Context: an optimization exercise on an open-source flow, tuned for small area, a short achievable clock period and few clock cycles per item. The choices shown serve that exercise and are no tape-out recipe. Where RTL was checked, it was by simulation tests only, not by an equivalence proof against the original. Only the layout flow was run in run 2; the RTL was not checked for function there.

## design/flow/flow/run.sh

```bash
#!/bin/bash
# The standard layout (standard.sh, ORFS at the design's clock and constraints)
# with these changes:
#  - synthesis maps the logic with flow/abc.script in place of ORFS's
#    abc_speed.script; everything else in synthesis (register mapping,
#    flattening, renaming) is synth_recipe.tcl as is, so the registers are the
#    standard synthesis's;
#  - after synthesis, flow/upsize_regs.tcl gives the registers with many
#    loads the next drive strength of their own flip-flop type;
#  - the port buffers that global placement inserts are sky130_fd_sc_hd__buf_1
#    rather than the cell buffer_ports picks by itself (a delay cell);
#  - ORFS's repair_timing steps aim for 13.4 ns of setup slack
#    (SETUP_SLACK_MARGIN), so they also speed up the paths the 19 ns clock
#    leaves slack on.
# Each tool's output goes to a log file in the work folder (flow_make_synth.log,
# upsize_regs.log, flow_make.log; ORFS's own logs under orfs/logs/).
set -euo pipefail
work=$(cd "$(dirname "$0")/.." && pwd)
cat > "$work/own_synth.tcl" <<TCL
# Yosys's abc with this flow's script; every other argument as ORFS gives it
proc abc {args} {
  set i [lsearch -exact \$args -script]
  if { \$i >= 0 } { lset args [expr { \$i + 1 }] {$work/flow/abc.script} }
  yosys abc {*}\$args
}
source {$work/synth_recipe.tcl}
TCL
args=(SYNTH_SCRIPT="$work/own_synth.tcl" SETUP_SLACK_MARGIN=13.4 "BUFFER_PORTS_ARGS=-buffer_cell sky130_fd_sc_hd__buf_1")
bash "$work/standard.sh" "${args[@]}" synth > "$work/flow_make_synth.log" 2>&1
SYNTH_ODB="$work/orfs/results/$FLOW_PLATFORM/rs_bm_decoder/base/1_synth.odb" \
LIB_FILE="$FLOW_HOME/platforms/$FLOW_PLATFORM/lib/sky130_fd_sc_hd__tt_025C_1v80.lib" \
  openroad -no_splash -exit "$work/flow/upsize_regs.tcl" > "$work/upsize_regs.log" 2>&1
bash "$work/standard.sh" "${args[@]}" finish > "$work/flow_make.log" 2>&1
```

## design/flow/flow/upsize_regs.tcl

```tcl
# Give the registers that drive many loads a stronger flip-flop of the same
# kind (drive strength only): C, the multiplier taps Q1..Q3 of the syndromes,
# XB1 and the busy flag.
read_db $::env(SYNTH_ODB)
read_liberty $::env(LIB_FILE)
set n 0
foreach inst [get_cells *] {
  set name [get_property $inst name]
  set m [get_property $inst ref_name]
  if { $m eq "sky130_fd_sc_hd__dfxtp_1" && [regexp {^(c_q|q_q\[[123]\]|xb1_q)} $name] } {
    replace_cell $inst sky130_fd_sc_hd__dfxtp_2
    incr n
  } elseif { $m eq "sky130_fd_sc_hd__dfrtp_1" && [regexp {^busy_q} $name] } {
    replace_cell $inst sky130_fd_sc_hd__dfrtp_2
    incr n
  }
}
puts "upsized $n registers"
write_db $::env(SYNTH_ODB)
```

## design/flow/config.mk

```make
export PLATFORM = sky130hd
export DESIGN_NAME = rs_bm_decoder
export DESIGN_NICKNAME = rs_bm_decoder
export VERILOG_FILES = /design/flow/design.v
export SDC_FILE = /design/flow/constraint.sdc
export NUM_CORES = 4
export LEC_CHECK = 0
export CAP_MARGIN = 20
export CORE_MARGIN = 2
export CORE_UTILIZATION = 40
export SLEW_MARGIN = 20
```

## design/flow/design.v

```verilog
`default_nettype none
module gf256_to_comp (
    input  wire [7:0] i_x,
    output wire [7:0] o_c
);
    assign o_c[0] = i_x[0] ^ i_x[1] ^ i_x[3];
    assign o_c[1] = i_x[1] ^ i_x[5];
    assign o_c[2] = i_x[1] ^ i_x[3] ^ i_x[4] ^ i_x[7];
    assign o_c[3] = i_x[1] ^ i_x[2] ^ i_x[5];
    assign o_c[4] = i_x[4] ^ i_x[7];
    assign o_c[5] = i_x[1] ^ i_x[3] ^ i_x[4];
    assign o_c[6] = i_x[2] ^ i_x[5] ^ i_x[6];
    assign o_c[7] = i_x[5];
endmodule
module gf256_from_comp (
    input  wire [7:0] i_c,
    output wire [7:0] o_x
);
    assign o_x[0] = i_c[0] ^ i_c[2] ^ i_c[4];
    assign o_x[1] = i_c[1] ^ i_c[7];
    assign o_x[2] = i_c[1] ^ i_c[3];
    assign o_x[3] = i_c[1] ^ i_c[2] ^ i_c[4] ^ i_c[7];
    assign o_x[4] = i_c[2] ^ i_c[4] ^ i_c[5];
    assign o_x[5] = i_c[7];
    assign o_x[6] = i_c[1] ^ i_c[3] ^ i_c[6] ^ i_c[7];
    assign o_x[7] = i_c[2] ^ i_c[5];
endmodule
module gf16_mul (
    input  wire [3:0] i_a,
    input  wire [3:0] i_b,
    output wire [3:0] o_p
);
    logic [6:0] prod;
    always_comb
    begin
        prod = '0;
        for (int mi = 0; mi < 4; mi++)
        begin
            prod = prod ^ ({7{i_b[mi]}} & ({3'b0, i_a} << mi));
        end
        for (int ri = 6; ri >= 4; ri--)
        begin
            prod = prod ^ ({7{prod[ri]}} & (7'h13 << (ri - 4)));
        end
    end
    assign o_p = prod[3:0];
endmodule
module gf256_mul (
    input  wire [7:0] i_a,
    input  wire [7:0] i_b,
    output wire [7:0] o_p
);
    logic [3:0] hh;
    logic [3:0] ll;
    logic [3:0] mm;
    logic [3:0] hl;
    gf16_mul u_hh (.i_a(i_a[7:4]), .i_b(i_b[7:4]), .o_p(hh));
    gf16_mul u_ll (.i_a(i_a[3:0]), .i_b(i_b[3:0]), .o_p(ll));
    gf16_mul u_mm (.i_a(i_a[7:4] ^ i_a[3:0]), .i_b(i_b[7:4] ^ i_b[3:0]), .o_p(mm));
    gf16_mul u_hl (.i_a(hh), .i_b(4'd9), .o_p(hl));
    assign o_p = {mm ^ ll, ll ^ hl};
endmodule
module gf256_dot3 (
    input  wire [7:0] i_c,
    input  wire [7:0] i_a1,
    input  wire [7:0] i_b1,
    input  wire [7:0] i_a2,
    input  wire [7:0] i_b2,
    input  wire [7:0] i_a3,
    input  wire [7:0] i_b3,
    output wire [7:0] o_p
);
    function automatic logic [6:0] clmul4(input logic [3:0] a, input logic [3:0] b);
        logic [6:0] p;
        p = '0;
        for (int mi = 0; mi < 4; mi++)
        begin
            p = p ^ ({7{b[mi]}} & ({3'b0, a} << mi));
        end
        clmul4 = p;
    endfunction
    function automatic logic [3:0] red4(input logic [6:0] p);
        logic [6:0] q;
        q = p;
        for (int ri = 6; ri >= 4; ri--)
        begin
            q = q ^ ({7{q[ri]}} & (7'h13 << (ri - 4)));
        end
        red4 = q[3:0];
    endfunction
    logic [6:0] hh;
    logic [6:0] ll;
    logic [6:0] mm;
    logic [3:0] hh_r;
    logic [3:0] hl;
    assign hh = clmul4(i_a1[7:4], i_b1[7:4]) ^ clmul4(i_a2[7:4], i_b2[7:4]) ^ clmul4(i_a3[7:4], i_b3[7:4]);
    assign ll = clmul4(i_a1[3:0], i_b1[3:0]) ^ clmul4(i_a2[3:0], i_b2[3:0]) ^ clmul4(i_a3[3:0], i_b3[3:0]);
    assign mm = clmul4(i_a1[7:4] ^ i_a1[3:0], i_b1[7:4] ^ i_b1[3:0])
              ^ clmul4(i_a2[7:4] ^ i_a2[3:0], i_b2[7:4] ^ i_b2[3:0])
              ^ clmul4(i_a3[7:4] ^ i_a3[3:0], i_b3[7:4] ^ i_b3[3:0]);
    assign hh_r = red4(hh);
    gf16_mul u_hl (.i_a(hh_r), .i_b(4'd9), .o_p(hl));
    assign o_p = i_c ^ {red4(mm ^ ll), red4(ll) ^ hl};
endmodule
module gf256_inv_pre (
    input  wire [7:0] i_x,
    output wire [3:0] o_a1,
    output wire [3:0] o_s,      
    output wire [3:0] o_d
);
    logic [3:0] a1a0;
    logic [3:0] sq1;
    logic [3:0] sq0;
    logic [3:0] sq1l;
    gf16_mul u_m10 (.i_a(i_x[7:4]), .i_b(i_x[3:0]), .o_p(a1a0));
    gf16_mul u_sq1 (.i_a(i_x[7:4]), .i_b(i_x[7:4]), .o_p(sq1));
    gf16_mul u_sq0 (.i_a(i_x[3:0]), .i_b(i_x[3:0]), .o_p(sq0));
    gf16_mul u_lam (.i_a(sq1), .i_b(4'd9), .o_p(sq1l));
    assign o_a1 = i_x[7:4];
    assign o_s  = i_x[7:4] ^ i_x[3:0];
    assign o_d  = sq1l ^ a1a0 ^ sq0;
endmodule
module gf256_inv_post (
    input  wire [3:0] i_a1,
    input  wire [3:0] i_s,
    input  wire [3:0] i_d,
    output wire [7:0] o_y
);
    localparam logic [63:0] INV16 = 64'h834a5c2f67bde910;
    logic [3:0] dinv;
    assign dinv = INV16[4*i_d +: 4];
    gf16_mul u_r1 (.i_a(i_a1), .i_b(dinv), .o_p(o_y[7:4]));
    gf16_mul u_r0 (.i_a(i_s),  .i_b(dinv), .o_p(o_y[3:0]));
endmodule
`default_nettype wire
`timescale 1ns/100ps
`default_nettype none
module rs_bm_decoder (
    input  wire         i_clock,
    input  wire         i_arst_n,
    input  wire         i_start,
    input  wire  [47:0] i_synd,
    output logic [35:0] o_locator,
    output logic        o_ready
);
    logic       busy_q;
    logic       ready_q;
    logic [2:0] step_q;      
    logic       accept;
    logic       last;
    logic [7:0] q_q [0:5];
    logic [7:0] c_q [1:3];
    logic       xb1_q;
    logic [7:0] xb_q [2:3];
    logic [3:0] ib_a1_q;
    logic [3:0] ib_s_q;
    logic [3:0] ib_d_q;
    logic [7:0] b_inv;
    logic [2:0] len_q;
    logic [7:0] disc;
    logic [7:0] inv_in;
    logic [3:0] inv_a1;
    logic [3:0] inv_s;
    logic [3:0] inv_d;
    logic [7:0] scale;
    logic       take_p4;
    logic [7:0] upd2_in;
    logic [7:0] upd2;
    logic [7:0] upd3;
    logic       len_update;
    logic       s1_zero;
    logic       all_zero;
    logic [7:0] synd_c [0:5];
    logic [7:0] sigma [1:3];
    assign accept  = i_start && !busy_q;
    assign last    = (step_q == 3'd5);
    assign s1_zero = (i_synd[7:0] == 8'h00);
    assign all_zero = (i_synd == 48'h0);
    for (genvar j = 0; j < 6; j++)
    begin : g_in
        gf256_to_comp u_to (.i_x(i_synd[8*j +: 8]), .o_c(synd_c[j]));
    end
    gf256_dot3 u_disc (
        .i_c  (q_q[0]),
        .i_a1 (c_q[1]), .i_b1 (q_q[1]),
        .i_a2 (c_q[2]), .i_b2 (q_q[2]),
        .i_a3 (c_q[3]), .i_b3 (q_q[3]),
        .o_p  (disc)
    );
    assign inv_in = busy_q ? disc : synd_c[0];
    gf256_inv_pre u_inv_pre (.i_x(inv_in), .o_a1(inv_a1), .o_s(inv_s), .o_d(inv_d));
    gf256_inv_post u_inv_post (.i_a1(ib_a1_q), .i_s(ib_s_q), .i_d(ib_d_q), .o_y(b_inv));
    gf256_mul u_scale (.i_a(disc), .i_b(b_inv), .o_p(scale));
    assign take_p4 = busy_q && (step_q == 3'd4) && (len_q == 3'd1);
    assign upd2_in = take_p4 ? q_q[3] : xb_q[2];
    gf256_mul u_upd2 (.i_a(scale), .i_b(upd2_in), .o_p(upd2));
    gf256_mul u_upd3 (.i_a(scale), .i_b(xb_q[3]), .o_p(upd3));
    assign len_update = busy_q && (disc != 8'h00) && ({len_q, 1'b0} <= {1'b0, step_q});
    always_ff @(posedge i_clock or negedge i_arst_n)
    begin
        if (!i_arst_n)
        begin
            busy_q  <= 1'b0;
            ready_q <= 1'b0;
            step_q  <= 3'd0;
        end
        else if (accept)
        begin
            busy_q  <= !all_zero;
            ready_q <= all_zero;
            step_q  <= 3'd1;
        end
        else if (busy_q)
        begin
            step_q <= step_q + 3'd1;
            if (last)
            begin
                busy_q  <= 1'b0;
                ready_q <= 1'b1;
            end
        end
    end
    always_ff @(posedge i_clock)
    begin
        if (accept)
        begin
            q_q[0] <= synd_c[1];
            q_q[1] <= synd_c[0];
            q_q[2] <= synd_c[5];
            q_q[3] <= synd_c[4];
            q_q[4] <= synd_c[3];
            q_q[5] <= synd_c[2];
            c_q[1] <= synd_c[0];
            c_q[2] <= 8'h00;
            c_q[3] <= 8'h00;
            xb1_q   <= !s1_zero;
            xb_q[2] <= {7'b0, s1_zero};
            xb_q[3] <= 8'h00;
            ib_a1_q <= inv_a1;      
            ib_s_q  <= {inv_s[3:1], inv_s[0] | s1_zero};
            ib_d_q  <= {inv_d[3:1], inv_d[0] | s1_zero};
            len_q  <= {2'b0, !s1_zero};
        end
        else
        begin
            q_q[0] <= q_q[5] ^ (take_p4 ? upd2 : 8'h00);
            for (int i = 1; i <= 5; i++)
            begin
                q_q[i] <= q_q[i-1];
            end
            c_q[1] <= c_q[1] ^ (scale & {8{xb1_q}});
            c_q[2] <= c_q[2] ^ (take_p4 ? 8'h00 : upd2);
            c_q[3] <= c_q[3] ^ upd3;
            if (last)
            begin
                xb1_q   <= 1'b0;
                xb_q[2] <= 8'h00;
                xb_q[3] <= 8'h00;
            end
            else if (len_update)
            begin
                xb1_q   <= 1'b1;     
                xb_q[2] <= c_q[1];
                xb_q[3] <= c_q[2];
            end
            else
            begin
                xb1_q   <= 1'b0;     
                xb_q[2] <= {7'b0, xb1_q};
                xb_q[3] <= xb_q[2];
            end
            if (len_update)
            begin
                ib_a1_q <= inv_a1;
                ib_s_q  <= inv_s;
                ib_d_q  <= inv_d;
                len_q  <= step_q + 3'd1 - len_q;
            end
        end
    end
    for (genvar k = 1; k <= 3; k++)
    begin : g_out
        gf256_from_comp u_from (.i_c(c_q[k]), .o_x(sigma[k]));
    end
    assign o_locator = {sigma[3], sigma[2], sigma[1], 8'h01, len_q, (len_q > 3'd3)};
    assign o_ready   = ready_q;
endmodule
`default_nettype wire
```

## design/flow/standard.sh

```bash
#!/bin/bash
# synth_recipe.tcl (not shown) runs the flow's synth.tcl, then flattens the netlist and writes it again
# the make line also repeats each setting of config.mk as NAME=value (left out here)
make -C /OpenROAD-flow-scripts/flow DESIGN_CONFIG=/design/flow/config.mk WORK_HOME=/design/flow/orfs CLKGATE_MAP_FILE= SYNTH_SCRIPT=/design/flow/synth_recipe.tcl "${@:-finish}"
```

## design/flow/constraint.sdc

```tcl
create_clock -name core_clock -period 19.0 [get_ports {i_clock}]
set_input_delay 3.8000 -clock core_clock [delete_from_list [all_inputs] [get_ports {i_clock}]]
set_output_delay 3.8000 -clock core_clock [all_outputs]
set_load 0.01 [all_outputs]
```

## design/flow/flow/abc.script

```
strash
&get -n
&st
&dch
&nf -R 1000
&put
topo
stime -c
buffer -c
upsize -c
dnsize -c
```

==> results.txt, run 1 <==
status=complete, no violations; Final Skew=13.1 ps; mux contribution to synthesized area=1.74%; Initial DRT Pass Iterations=5; pin count of the biggest net entering global routing=73; initial antenna violation count=0; hold crit path type=register to register; Least-Margin Pin Slew=approximately 760 ps; Overflow after GRT=0; Post-DRT Antenna Nets=0; clock tree buffer depth=2; most used cell, CP=xnor2_2; RSZ-0062 raised after global routing=yes; IO Count=88; Buf+Inv Stages, Crit Path=2; Ant. Diodes=0; worst slack, placed=~13000 ps; FFs w/ async S/R, synth=around 4.6%; Synth Area in Compound Gates=just over 5%; number of vias in the routed layout=slightly below 9000; total CTS buffers=9; met1 Use GR=27.2%; kind of critical path=input port to register; DIE AREA=approximately 29000 um2; CTS Sinks=109; min Tclk post-route=5510 ps; PnR worst setup slack=~13000 ps; GP Congestion=between 0.9 and 1; Post-Synth XOR/XNOR Area=44.5%; Avg Inst Size Synth=~7.9 um2; average wire per standard cell=between 15 and 20 um; Synth Area in Simple Gates=19.6%; main combinational cell family by area after synthesis=XOR/XNOR gates; vias in the first global route=8368; first-pass GRT wire length=46.0 mm; area grow syn2layout=15.6%; top fanout value on the critical path=3; Worst slew margin=49.2%; num rows=60; hold buffers post-CTS=0; final net count=roughly 1500; grt met2 use=35.9%; Max Freq=182 MHz; delay-heaviest family, CP=XOR/XNOR gates; port buffer count=79; top-area cell type share of the netlist area=28.8%; #FFs+latches synth=109; clock latency on the worst-skew pair=360 ps; H-tree depth=3; YS warnings=11; Slew Viols, Final=0; Final Hold Fails=0; Slowest-stage cell, CP=xnor2_2; most numerous cell in the Yosys netlist=xnor2_1; largest stage delay on the critical path=250 ps; Top Usage Layer GRT=met2; final worst-path cycle share=about 29%; yosys stat area=roughly 11000 um2; Final HPWL DP=22.7 mm; dpl cell area=11500 um2; final setup violation count=0; clock root buffer=clkbuf_16; WP data required=19120 ps; synthesized instance count=1391; Remaining DRCs=0; Synth Flop Type=dfxtp_1; setup_tns=0 ps; Post-Synth Adder-Cell Area=2.93%; drt first-iter violations=around 440; starting density of the core=40.7%; CP arrival=5620 ps; Synth Cell Area=11000 um2; EDFF count, synth=13; Final Cell Area=12700 um2; commonest cells in the netlist=xnor2_1, nand2_1, nor2_1; area leader, netlist=xnor2_1; Worst-path clk slew=90 ps; synth top area cells=xnor2_1, dfxtp_1, nand2_1; crit-path cells=buf_2 -> xnor2_4 -> xnor2_2 -> xor2_2 -> nor2_1 -> a21oi_2 -> inv_1 -> ha_2 -> xnor2_2 -> xnor2_2 -> xnor2_1 -> xnor2_1; GR Util met3=1.98%; core area=27000 um2; Die X=roughly 170 um; vias per inst=4.92; CTS tree=yes; synth unique cells=47; CP Capture Type=register; Routed WL=29.7 mm; chip height=approximately 170 um; Seq/Total Area, Yosys=21.4%; GRT Total Usage=20.5%; share of layout cells above drive strength 1=between 15 and 20%; crit path launch type=input port; Max Cap Viol=0
[per-stage QoR]
step / std cells / utilization [%] / hold slack (ps)
finish: 1800 / 47.1 / 438
global route: 1800 / 47.1 / 453
CTS: 1771 / 44.5 / 444
detailed placement: 1751 / 42.6 / 427
global placement: 1751 / 42.6 / 407
floorplan: 1397 / - / 399
[per-layer routing]
layer | routed length, um | vias up
met1 | 13400 | 4147
li1 | - | 4423
met2 | 14400 | 259
met4 | 483 | 0
met3 | 1330 | 33
met5 | 0 | -
[area by class of cell]
class | instances | area (um2)
clock buffers | 9 | 225
flip-flops and latches | 109 | 2410
clock inverters | 7 | 88.8
well taps | 341 | 427
fillers | 2601 | 14300
repair buffers | 117 | 599
multi-input cells | 1180 | 8800
inverters | 37 | 139
[tightest hold or removal path: stages, from the launching register on]
cell and delay, ps:
dfxtp_1 310, nand2_1 50, nand2_1 50
[cells by family after synthesis]
logic type	Yosys count
AND/OR/NAND/NOR	512
XOR/XNOR	511
flip-flops	109
buffers and inverters	108
AO/OA/AOI/OAI	105
adder cells (fa/ha/maj)	25
multiplexers	19
other	2
[final timing paths]
kind                                 from        end  slack (ps)  depth (start not counted)
worst max-delay path            i_synd[3]  ib_d_q[1]       13490                         12
worst min-delay path            q_q[4][7]  q_q[5][7]         440                          2
worst max register to register  c_q[2][3]  q_q[0][1]       13650                         24
worst min register to register  q_q[4][7]  q_q[5][7]         440                          2
max in group asynchronous        i_arst_n     busy_q       15490                          1
min in group asynchronous        i_arst_n    ready_q        3270                          1
[timing repair]
| action | 4_1_cts | 5_1_grt |
|---|---|---|
| endpoints found under the setup margin | 18 | 21 |
| setup buffers | 4 | 29 |
| pin swaps | 3 | 31 |
| resized for setup | 19 | 71 |
[layout by cell type (no fill, tap or decap), drive strengths merged, types with 11 or more instances in the layout]
master	instances
ha	24
a21oi	44
inv	40
nor2b	22
nand2b	22
nor2	150
xor2	114
buf	114
nand3	11
xnor2	397
clkbuf	12
dfxtp	91
nand2	276
edfxtp	13
mux2i	19
o21ai	44
[flip-flops by register name (all words and copies together), names as in the netlist]
| name | count |
|---|---|
| q_q | 48 |
| ib_s_q | 4 |
| ib_d_q | 4 |
| c_q | 24 |
| busy_q | 1 |
| ib_a1_q | 4 |
| xb1_q | 1 |
| len_q | 3 |
| ready_q | 1 |
| xb_q | 16 |
| step_q | 3 |
Testbench counts, summed over its fixed seeds: cycles 9,223, decodes 1,600.
==> inputs of run 2 (changes only) <==
--- a/design/flow/design.v
+++ b/design/flow/design.v
@@ -153,14 +153,11 @@
     logic       xb1_q;
     logic [7:0] xb_q [2:3];
-    logic [3:0] ib_a1_q;
-    logic [3:0] ib_s_q;
-    logic [3:0] ib_d_q;
+    logic [7:0] b_q;
+    logic [3:0] ib_a1;
+    logic [3:0] ib_s;
+    logic [3:0] ib_d;
     logic [7:0] b_inv;
     logic [2:0] len_q;
     logic [7:0] disc;
-    logic [7:0] inv_in;
-    logic [3:0] inv_a1;
-    logic [3:0] inv_s;
-    logic [3:0] inv_d;
     logic [7:0] scale;
     logic       take_p4;
@@ -188,7 +185,6 @@
         .o_p  (disc)
     );
-    assign inv_in = busy_q ? disc : synd_c[0];
-    gf256_inv_pre u_inv_pre (.i_x(inv_in), .o_a1(inv_a1), .o_s(inv_s), .o_d(inv_d));
-    gf256_inv_post u_inv_post (.i_a1(ib_a1_q), .i_s(ib_s_q), .i_d(ib_d_q), .o_y(b_inv));
+    gf256_inv_pre u_inv_pre (.i_x(b_q), .o_a1(ib_a1), .o_s(ib_s), .o_d(ib_d));
+    gf256_inv_post u_inv_post (.i_a1(ib_a1), .i_s(ib_s), .i_d(ib_d), .o_y(b_inv));
     gf256_mul u_scale (.i_a(disc), .i_b(b_inv), .o_p(scale));
     assign take_p4 = busy_q && (step_q == 3'd4) && (len_q == 3'd1);
@@ -237,7 +233,5 @@
             xb_q[2] <= {7'b0, s1_zero};
             xb_q[3] <= 8'h00;
-            ib_a1_q <= inv_a1;      
-            ib_s_q  <= {inv_s[3:1], inv_s[0] | s1_zero};
-            ib_d_q  <= {inv_d[3:1], inv_d[0] | s1_zero};
+            b_q    <= {synd_c[0][7:1], synd_c[0][0] | s1_zero};   
             len_q  <= {2'b0, !s1_zero};
         end
@@ -272,7 +266,5 @@
             if (len_update)
             begin
-                ib_a1_q <= inv_a1;
-                ib_s_q  <= inv_s;
-                ib_d_q  <= inv_d;
+                b_q    <= disc;
                 len_q  <= step_q + 3'd1 - len_q;
             end
==> design/flow/flow/run.sh (replaced) <==
#!/bin/bash
# The standard layout (standard.sh) with two changes:
#  - synthesis maps the logic with flow/abc.script in place of ORFS's
#    abc_speed.script; everything else in synthesis (register mapping,
#    flattening, renaming) is synth_recipe.tcl as is;
#  - the port buffers that global placement inserts are sky130_fd_sc_hd__buf_1
#    rather than the cell buffer_ports picks by itself (a delay cell);
#  - after synthesis, flow/upsize_regs.tcl gives the registers with many
#    loads the next drive strength of their own flip-flop type.
set -euo pipefail
work=$(cd "$(dirname "$0")/.." && pwd)
cat > "$work/own_synth.tcl" <<TCL
# Yosys's abc with this flow's script; every other argument as ORFS gives it
proc abc {args} {
  set i [lsearch -exact \$args -script]
  if { \$i >= 0 } { lset args [expr { \$i + 1 }] {$work/flow/abc.script} }
  yosys abc {*}\$args
}
source {$work/synth_recipe.tcl}
TCL
args=(SYNTH_SCRIPT="$work/own_synth.tcl" "BUFFER_PORTS_ARGS=-buffer_cell sky130_fd_sc_hd__buf_1")
bash "$work/standard.sh" "${args[@]}" synth > "$work/flow_make_synth.log" 2>&1
SYNTH_ODB="$work/orfs/results/$FLOW_PLATFORM/rs_bm_decoder/base/1_synth.odb" \
LIB_FILE="$FLOW_HOME/platforms/$FLOW_PLATFORM/lib/sky130_fd_sc_hd__tt_025C_1v80.lib" \
  openroad -no_splash -exit "$work/flow/upsize_regs.tcl" > "$work/upsize_regs.log" 2>&1
bash "$work/standard.sh" "${args[@]}" finish > "$work/flow_make.log" 2>&1
==> run 2 against run 1 <==
- register-to-register slack got worse by 1500 ps
- clock skew shrank 1.7 ps
- critical path depth up 13
- global-route usage grew 0.60 points
- setup slack got worse by 1300 ps
- still clean on timing, DRC and antenna
- synthesized area decreased by 1.7%
- utilization decreased by 3.7 points
- sequential share of layout area up 0.65 points
- final area down 8.6%
==> results.txt, run 2 <==
average wire per standard cell=16.8 um (was 16.5 um); Seq/Total Area, Yosys=20.7% (was 21.4%); H-tree depth=3 (unchanged); met3 WL=1.47 mm (was 1.33 mm); commonest cells in the netlist=xnor2_1, nand2_1, nor2_1 (unchanged); max FFs per register=48 (unchanged); Top Registers=q_q x48, c_q x24, xb_q x16 (unchanged); worst slack, placed=12230 ps (was 12830 ps); worst setup path end=q_q[0][6] (was ib_d_q[1]); area used by multi-input combinational logic=8120 um2 (was 8800 um2); drt first-iter violations=507 (was 441); cts repair resizes=0 (was 19); share of layout cells above drive strength 1=9.08% (was 16.0%); Fillers=2722 (was 2601); Synth Cell Area=10800 um2 (was 11000 um2); Max Freq=146 MHz (was 182 MHz); commonest cells after routing, fill and taps aside=xnor2_1, nand2_1, nor2_1 (unchanged); yosys stat area=10700 um2 (was 10900 um2); Max Cap Viol=0 (unchanged); vias per inst=4.91 (was 4.92); CP Capture Type=register (unchanged); Slew Viols, Final=0 (unchanged); RR Endpoint=q_q[0][6] (was q_q[0][1]); kind of critical path=register to register (was input port to register); Avg Inst Size Synth=7.82 um2 (was 7.89 um2); register area=2280 um2 (was 2410 um2); synth unique cells=53 (was 47); pin count of the biggest net entering global routing=68 (was 73); final setup violation count=0 (unchanged); non-filler cells, final=1761 (was 1800); min-delay src=q_q[4][4] (was q_q[4][7]); final worst-path cycle share=35.9% (was 29.0%); R2R Path Start=b_q[6] (was c_q[2][3]); first-pass GRT wire length=46.6 mm (was 46.0 mm); area leader, netlist=xnor2_1 (unchanged); FFs w/ async S/R, synth=4.76% (was 4.59%); hold buffers post-CTS=0 (unchanged); clock tree buffer depth=2 (unchanged); CTS tree=yes (unchanged); Initial DRT Pass Iterations=5 (unchanged); worst-case hold slack=428 ps (was 438 ps); top-area cell type share of the netlist area=28.9% (was 28.8%); port buffer count=79 (unchanged); Worst Setup SP=b_q[6] (was i_synd[3]); min Tclk post-route=6830 ps (was 5510 ps); crit path launch type=register (was input port); CTS Sinks=105 (was 109); GRT Total Usage=21.1% (was 20.5%); Ant. Diodes=0 (unchanged); initial antenna violation count=0 (unchanged); #FFs+latches synth=105 (was 109); Post-DRT Antenna Nets=0 (unchanged); synthesized instance count=1381 (was 1391); largest reg by FF count=q_q (unchanged); WP data required=19220 ps (was 19120 ps); top routing layer used=met4 (unchanged); Worst slew margin=46.8% (was 49.2%); YS warnings=11 (unchanged); clock root buffer=clkbuf_16 (unchanged); vias in the first global route=8359 (was 8368); Final Skew=11.4 ps (was 13.1 ps); core area=26700 um2 (was 27000 um2); starting density of the core=40.4% (was 40.7%); EDFF count, synth=9 (was 13); final net count=1492 (was 1530); Final Hold Fails=0 (unchanged); post-CTS setup buffers=0 (was 4); Inst Count DP=1745 (was 1751); Remaining DRCs=0 (unchanged); GP Congestion=0.946 (was 0.947); cell count of the worst reg-to-reg path=25 (was 24); Overflow after GRT=0 (unchanged); final core utilization=43.4% (was 47.1%); total CTS buffers=9 (unchanged); IO Count=88 (unchanged); DIE AREA=28300 um2 (was 28800 um2); Routed WL=29.5 mm (was 29.7 mm); DRT met1 WL=13.7 mm (was 13.4 mm); hold crit path type=register to register (unchanged); commonest non-fill, non-tap cell in the layout=xnor2_1 (unchanged); PnR worst setup slack=12170 ps (was 13490 ps); area grow syn2layout=7.43% (was 15.6%); CP arrival=7050 ps (was 5620 ps); status=complete, no violations (unchanged); flop2flop setup slack=12170 ps (was 13650 ps); Die X=168 um (was 170 um); chip height=168 um (was 170 um); setup_tns=0 ps (unchanged); clock latency on the worst-skew pair=350 ps (was 360 ps); synth top area cells=xnor2_1, dfxtp_1, nand2_1 (unchanged); RSZ-0062 raised after global routing=no (was yes); most numerous cell in the Yosys netlist=xnor2_1 (unchanged); Synth Flop Type=dfxtp_1 (unchanged); num rows=60 (unchanged); top fanout value on the critical path=9 (was 3); Least-Margin Pin Slew=792 ps (was 762 ps); Worst-path clk slew=70 ps (was 90 ps); Final HPWL DP=23.2 mm (was 22.7 mm); met2 wire length=13.8 mm (was 14.4 mm); number of vias in the routed layout=8641 (was 8862)
run 2: area by class of cell:
| class | count | share of cell area (%) |
|---|---|---|
| Clock buffer | 10 | 1.97 |
| Clock inverter | 6 | 0.766 |
| Inverter | 26 | 0.842 |
| Multi-Input combinational cell | 1186 | 70.0 |
| Sequential cell | 105 | 19.7 |
| Tap cell | 341 | 3.68 |
| Timing Repair Buffer | 87 | 3.07 |
run 2: metal layers:
layer | up-vias | global-route usage [%]
li1 | 4354 | -
met2 | 234 | 35.1
met3 | 32 | 2.61
met5 | - | 0
met4 | 0 | 6.41
met1 | 4021 | 28.8
run 2: critical path, stage by stage (launching register included):
cell and delay (ps):
edfxtp_1 550, ha_1 260, xor2_1 170, xnor2_1 180, xnor2_1 560, inv_1 150, ha_1 370, a211oi_2 100
a21oi_4 260, nand2_2 130, xor2_4 210, xnor2_2 160, xnor2_2 260, nand2_1 110, xnor2_1 220, xnor2_1 150
xor2_1 450, xor2_2 300, xnor2_1 650, nor2_1 240, xnor2_1 270, xnor2_1 120, xnor2_1 450, nand2_1 130
xor2_1 160, o21ai_1 70
run 2: cell families after synthesis:
family          after synthesis  share of synthesized area (%)
compound gates              118                           6.24
fa+ha+maj                    26                           3.10
simple gates                510                           19.4
other cells                   2                         0.0700
xor+xnor                    506                           44.8
mux                          18                           1.68
buf+inv                      96                           4.06
flops                       105                           20.7
run 2: through the flow:
step                      cell area, um2
after floorplan                    10800
after global placement             11300
after detailed placement           11300
after CTS                          11600
after global routing               11600
final                              11600
run 2: worst min-delay path by stage:
stage	endpoint	slack (ps)	cells past startpoint
5_1_grt	q_q[5][7]	470	2
6_report	q_q[5][4]	430	2
4_1_cts	q_q[5][4]	430	2
2_1_floorplan	q_q[5][4]	390	2
3_5_place_dp	q_q[5][4]	420	2
3_3_place_gp	q_q[5][4]	400	2

re-timing with driven ports:
The results above use ideal ports. As a check the final layouts listed here were re-extracted and re-timed, cells and wires unchanged. Step 1 (the two cells are an assumption about what drives the block):
set clk [get_ports {i_clock}]
set_driving_cell -lib_cell sky130_fd_sc_hd__clkbuf_16 $clk
set_driving_cell -lib_cell sky130_fd_sc_hd__buf_2 [delete_from_list [all_inputs] $clk]
Step 2 adds t to the input delays and takes it off the output delays; t is the mean of the earliest and latest rising clock arrival at the registers after step 1. Input paths then give back, and output paths get back, about the clock's delay inside the block. Three values: ideal, step 1, step 2; two values: the first two.
run | t (ns) | setup slack, ns | slew at the worst register clock pin (ns) | worst data-port slew with drivers (ns)
run 1 | 0.404 | 13.495 / 13.491 / 13.118 | 0.09 / 0.09 | 0.03
run 2 | 0.394 | 12.172 / 12.172 / 12.172 | 0.07 / 0.07 | 0.04
After both steps every run listed still meets setup and hold. For run 1, which loses most, drivers alone change the setup slack by -0.004 ns; drivers and shift together by -0.377 ns.
